This is an optimization exercise on Yosys and OpenROAD, whose aim is small area, a short achievable clock period and few clock cycles per item, not a production implementation.
RTL that was checked went through simulation tests only; none was proved equivalent to the original.
Power is estimated from default activity; no workload was simulated.

pine:
==> flow/design.v <==
`timescale 1ns/1ps
module fp_prefix_add #(
    parameter int W = 28,
    parameter int L = 5            
) (
    input  logic [W-1:0] a,
    input  logic [W-1:0] b,
    input  logic         cin,
    output logic [W-1:0] s
);
    logic [W-1:0] p, g, gg, gp;
    assign p = a ^ b;
    assign g = a & b;
    always_comb begin
        gg    = g;
        gp    = p;
        gg[0] = g[0] | (p[0] & cin);
        for (int l = 0; l < L; l++) begin
            for (int i = 0; i < W; i++) begin
                if (i[l]) begin
                    gg[i] = gg[i] | (gp[i] & gg[((i >> l) << l) - 1]);
                    gp[i] = gp[i] & gp[((i >> l) << l) - 1];
                end
            end
        end
    end
    assign s = p ^ {gg[W-2:0], cin};
endmodule
module fp_prefix_and #(
    parameter int W = 24,
    parameter int L = 5            
) (
    input  logic [W-1:0] a,
    output logic [W-1:0] y
);
    always_comb begin
        y = a;
        for (int l = 0; l < L; l++) begin
            for (int i = 0; i < W; i++) begin
                if (i[l]) begin
                    y[i] = y[i] & y[((i >> l) << l) - 1];
                end
            end
        end
    end
endmodule
module fp_prefix_sum #(
    parameter int W = 28,
    parameter int L = 5            
) (
    input  logic [W-1:0] p,
    input  logic [W-1:0] g,
    input  logic         cin,
    output logic [W-1:0] s
);
    logic [W-1:0] gg, gp;
    always_comb begin
        gg    = g;
        gp    = p;
        gg[0] = g[0] | (p[0] & cin);
        for (int l = 0; l < L; l++) begin
            for (int i = 0; i < W; i++) begin
                if (i[l]) begin
                    gg[i] = gg[i] | (gp[i] & gg[((i >> l) << l) - 1]);
                    gp[i] = gp[i] & gp[((i >> l) << l) - 1];
                end
            end
        end
    end
    assign s = p ^ {gg[W-2:0], cin};
endmodule
`timescale 1ns/1ps
module fp_add_stage1 (
    input  logic [31:0] a,
    input  logic [31:0] b,
    input  logic        op,
    output logic [27:0] p,         
    output logic [27:0] g,         
    output logic [7:0]  e,
    output logic        sub,
    output logic        s,
    output logic        nan
);
    logic [7:0]  ea, eb;
    logic [22:0] fa, fb;
    logic        sa, sb;
    logic        za, zb;
    logic [23:0] ma, mb;
    logic        maxa, maxb;
    logic        nan_a, nan_b, inf_a, inf_b;
    logic        inf;
    logic        a_lt;
    logic [8:0]  dab, dba;
    logic [7:0]  shift;
    logic [23:0] big_m;
    logic [23:0] small_m;
    logic [25:0] y_sh;
    logic [23:0] lost;
    logic        sticky;
    logic        far;
    assign sa = a[31];
    assign sb = b[31] ^ op;
    assign ea = a[30:23];
    assign eb = b[30:23];
    assign fa = a[22:0];
    assign fb = b[22:0];
    assign za = (ea == 8'd0);
    assign zb = (eb == 8'd0);
    assign ma = za ? 24'd0 : {1'b1, fa};
    assign mb = zb ? 24'd0 : {1'b1, fb};
    assign maxa  = (ea == 8'hFF);
    assign maxb  = (eb == 8'hFF);
    assign nan_a = maxa & (fa != 23'd0);
    assign nan_b = maxb & (fb != 23'd0);
    assign inf_a = maxa & (fa == 23'd0);
    assign inf_b = maxb & (fb == 23'd0);
    assign sub  = (sa ^ sb) & ~inf;
    assign a_lt = {ea, fa} < {eb, fb};
    assign nan = nan_a | nan_b | (inf_a & inf_b & (sa ^ sb));
    assign inf = inf_a | inf_b;
    assign s   = a_lt ? sb : sa;
    assign dab   = {1'b0, ea} - {1'b0, eb};
    assign dba   = {1'b0, eb} - {1'b0, ea};
    assign shift = dab[8] ? dba[7:0] : dab[7:0];
    assign big_m   = a_lt ? mb : ma;
    assign small_m = a_lt ? ma : mb;
    assign e       = a_lt ? eb : ea;
    assign far = shift[7:5] != 3'd0;
    always_comb begin
        for (int j = 0; j < 24; j++) begin
            lost[j] = far | (shift[4:0] > 5'(j + 2));
        end
    end
    assign y_sh   = far ? 26'd0 : ({small_m, 2'b00} >> shift[4:0]);
    assign sticky = |(small_m & lost);
    logic [24:0] x;
    logic [27:0] y;
    assign x = sub ? {big_m, 1'b0} : {1'b0, big_m};
    assign y = sub ? ~{y_sh, sticky, 1'b0} : {1'b0, y_sh, sticky};
    assign p = {{x, 2'b00} ^ y[27:1], ~sub & y[0]};
    assign g = {{x, 2'b00} & y[27:1], sub};
endmodule
`timescale 1ns/1ps
module fp_add_stage2 (
    input  logic [27:0] p,         
    input  logic [27:0] g,
    input  logic [7:0]  e,
    input  logic        sub,
    input  logic        s,
    input  logic        nan,
    output logic [31:0] result
);
    logic [27:0] sum;
    logic        top;              
    logic        rnd_t, rnd_u;     
    logic [24:0] ones;             
    logic [23:0] inc_t, inc_u;     
    logic        cy_t, cy_u;       
    logic [22:0] f_frac;
    logic        f_cy;
    logic [9:0]  f_exp;
    logic        f_ovf, f_unf;
    logic        near;
    logic [4:0]  lz;
    logic [25:0] n_sh;
    logic [9:0]  n_exp;
    fp_prefix_sum #(.W(28)) u_add (
        .p   (p),
        .g   (g),
        .cin (1'b0),
        .s   (sum)
    );
    assign top   = sum[27];
    assign rnd_t = sum[3] & (sum[4] | sum[2] | sum[1] | sum[0]);
    assign rnd_u = sum[2] & (sum[3] | sum[1] | sum[0]);
    logic [23:0] ones4;            
    fp_prefix_and #(.W(24)) u_ones (
        .a (sum[27:4]),
        .y (ones4)
    );
    assign ones[0] = sum[3];
    assign ones[24:1] = ones4 & {24{sum[3]}};
    always_comb begin
        inc_t[0] = sum[4] ^ rnd_t;
        inc_u[0] = sum[3] ^ rnd_u;
        for (int k = 1; k < 24; k++) begin
            inc_t[k] = sum[k+4] ^ (rnd_t & ones4[k-1]);
            inc_u[k] = sum[k+3] ^ (rnd_u & ones[k-1]);
        end
    end
    assign cy_t = rnd_t & ones4[23];
    assign cy_u = rnd_u & ones[23];
    assign f_frac = top ? inc_t[22:0] : inc_u[22:0];
    assign f_cy   = top ? cy_t : cy_u;
    logic [9:0] eb0, eb1, eb2;
    logic [2:0] ov, un;
    assign eb0 = {2'b00, e} - {9'd0, sub};
    assign eb1 = eb0 + 10'd1;
    assign eb2 = eb0 + 10'd2;
    assign ov  = {eb2 >= 10'd255, eb1 >= 10'd255, eb0 >= 10'd255};
    assign un  = {eb2 == 10'd0, eb1 == 10'd0, (eb0 == 10'd0) | eb0[9]};
    always_comb begin
        case ({top, f_cy})
            2'b00:   begin f_exp = eb0; f_ovf = ov[0]; f_unf = un[0]; end
            2'b11:   begin f_exp = eb2; f_ovf = ov[2]; f_unf = un[2]; end
            default: begin f_exp = eb1; f_ovf = ov[1]; f_unf = un[1]; end
        endcase
    end
    assign near = ~(sum[27] | sum[26]);
    logic [31:0] lz_in;
    logic [15:0] v1;
    logic [7:0]  v2;
    logic [3:0]  v3;
    logic [1:0]  v4;
    logic [15:0] z1;
    logic [15:0] z2;
    logic [11:0] z3;
    logic [7:0]  z4;
    assign lz_in = {sum[25:0], 6'b111111};
    always_comb begin
        for (int g = 0; g < 16; g++) begin
            v1[g] = lz_in[2*g+1] | lz_in[2*g];
            z1[g] = ~lz_in[2*g+1];
        end
        for (int g = 0; g < 8; g++) begin
            v2[g]          = v1[2*g+1] | v1[2*g];
            z2[2*g+1]      = ~v1[2*g+1];
            z2[2*g]        = v1[2*g+1] ? z1[2*g+1] : z1[2*g];
        end
        for (int g = 0; g < 4; g++) begin
            v3[g]          = v2[2*g+1] | v2[2*g];
            z3[3*g+2]      = ~v2[2*g+1];
            z3[3*g+:2]     = v2[2*g+1] ? z2[4*g+2+:2] : z2[4*g+:2];
        end
        for (int g = 0; g < 2; g++) begin
            v4[g]          = v3[2*g+1] | v3[2*g];
            z4[4*g+3]      = ~v3[2*g+1];
            z4[4*g+:3]     = v3[2*g+1] ? z3[6*g+3+:3] : z3[6*g+:3];
        end
        lz = v4[1] ? {1'b0, z4[7:4]} : {1'b1, z4[3:0]};
    end
    assign n_sh  = sum[25:0] << lz;
    assign n_exp = {2'b00, e} - 10'd2 - {5'd0, lz};
    logic [25:0] n_win;
    logic        n_unf;
    always_comb begin
        for (int i = 0; i < 26; i++) begin
            n_win[i] = ({2'b00, e} > 10'(27 - i));
        end
    end
    assign n_unf = ~|(sum[25:0] & n_win);
    always_comb begin
        if (nan) begin
            result = 32'hFFFF_FFFF;
        end else if (near) begin
            if (sum[25:0] == 26'd0) begin
                result = 32'd0;
            end else if (n_unf) begin
                result = {s, 31'd0};
            end else begin
                result = {s, n_exp[7:0], n_sh[24:2]};
            end
        end else if (f_ovf) begin
            result = {s, 8'hFF, 23'd0};
        end else if (f_unf) begin
            result = {s, 31'd0};
        end else begin
            result = {s, f_exp[7:0], f_frac};
        end
    end
endmodule
`timescale 1ns/1ps
module fp_add_top (
    input  logic        sys_clk,
    input  logic        sys_rst_n,
    input  logic [31:0] data1_in,
    input  logic [31:0] data2_in,
    input  logic        op,
    input  logic        trig,
    output logic [31:0] data_out,
    output logic        vld
);
    logic        busy;
    logic        accept;
    logic [27:0] p_d, p_q;         
    logic [27:0] g_d, g_q;         
    logic [7:0]  e_d, e_q;         
    logic        sub_d, sub_q;     
    logic        s_d, s_q;         
    logic        nan_d, nan_q;     
    logic [31:0] result;
    assign accept = trig & ~busy;
    fp_add_stage1 u_s1 (
        .a   (data1_in),
        .b   (data2_in),
        .op  (op),
        .p   (p_d),
        .g   (g_d),
        .e   (e_d),
        .sub (sub_d),
        .s   (s_d),
        .nan (nan_d)
    );
    always_ff @(posedge sys_clk) begin
        p_q   <= p_d;
        g_q   <= g_d;
        e_q   <= e_d;
        sub_q <= sub_d;
        s_q   <= s_d;
        nan_q <= nan_d;
    end
    fp_add_stage2 u_s2 (
        .p      (p_q),
        .g      (g_q),
        .e      (e_q),
        .sub    (sub_q),
        .s      (s_q),
        .nan    (nan_q),
        .result (result)
    );
    always_ff @(posedge sys_clk or negedge sys_rst_n) begin
        if (!sys_rst_n) begin
            busy     <= 1'b0;
            vld      <= 1'b0;
            data_out <= '0;
        end else begin
            busy <= accept;
            vld  <= busy;
            if (busy) begin
                data_out <= result;
            end
        end
    end
endmodule
clock: 6.0 ns
lec_check: 0
abc_area: 1
cap_margin: 20
core_margin: 2
core_utilization: 40
setup_slack_margin: 1.6
slew_margin: 20
standard.sh (not shown) runs the stock make flow with config.mk's settings and CLKGATE_MAP_FILE= SYNTH_SCRIPT=/design/flow/synth_recipe.tcl, a recipe that flattens the netlist after the stock synthesis.
==> flow/flow/run.sh <==
#!/bin/bash
# Standard layout, with plain buffers on the ports instead of the delay
# cells the port buffering picks by default.
set -euo pipefail
bash standard.sh BUFFER_PORTS_ARGS="-buffer_cell sky130_fd_sc_hd__buf_1" SKIP_GATE_CLONING=1 finish > standard.log 2>&1
Testbench counts of pine, summed over its fixed seeds: cycles 16,000, items 8,000.
Modified inputs, maple compared to pine
--- a/flow/design.v
+++ b/flow/design.v
@@ -118,10 +118,20 @@
     assign a_lt = {ea, fa} < {eb, fb};
     assign nan = nan_a | nan_b | (inf_a & inf_b & (sa ^ sb));
     assign inf = inf_a | inf_b;
     assign s   = a_lt ? sb : sa;
-    assign dab   = {1'b0, ea} - {1'b0, eb};
-    assign dba   = {1'b0, eb} - {1'b0, ea};
+    fp_prefix_add #(.W(9), .L(4)) u_dab (
+        .a   ({1'b0, ea}),
+        .b   ({1'b1, ~eb}),
+        .cin (1'b1),
+        .s   (dab)
+    );
+    fp_prefix_add #(.W(9), .L(4)) u_dba (
+        .a   ({1'b0, eb}),
+        .b   ({1'b1, ~ea}),
+        .cin (1'b1),
+        .s   (dba)
+    );
     assign shift = dab[8] ? dba[7:0] : dab[7:0];
     assign big_m   = a_lt ? mb : ma;
     assign small_m = a_lt ? ma : mb;
     assign e       = a_lt ? eb : ea;
[summary]
maple vs. pine: total power went up by 4.5%. Between pine and maple, the power share of the clock group is lower for maple. First-pass iteration count of the detailed router ended up 1 higher on maple than on pine. Re wire length per cell after detailed routing: maple is about 1.1% up on pine. pine → maple: synthesized instance count saw an increase, sequential cell area in the final layout saw little to no change.
For maple, only the layout was checked, not whether the RTL still works.

## port drivers added, routing unchanged
In the flow no input, the clock included, has a driving cell. The finished layouts below were timed again as built, in two steps.
Step 1, drivers: a clkbuf_16 drives sys_clk and a buf_2 each remaining input, both assumed.
Step 2 also shifts input and output timing later by t, the mid clock arrival at the registers, as if the neighbouring blocks saw the same clock.
Three values: ideal ports, drivers, drivers and shift; two values: the first two.
run | shift t [ns] | setup slack, ns | latest minus earliest clock arrival (ns)
pine | 0.401 | 1.738 / 1.767 / 1.365 | 0.016 / 0.015
maple | 0.416 | 1.744 / 1.744 / 1.381 | 0.015 / 0.015
After both steps every run listed still meets setup and hold. For pine, which loses most, drivers alone change the setup slack by +0.029 ns; drivers and shift together by -0.373 ns.
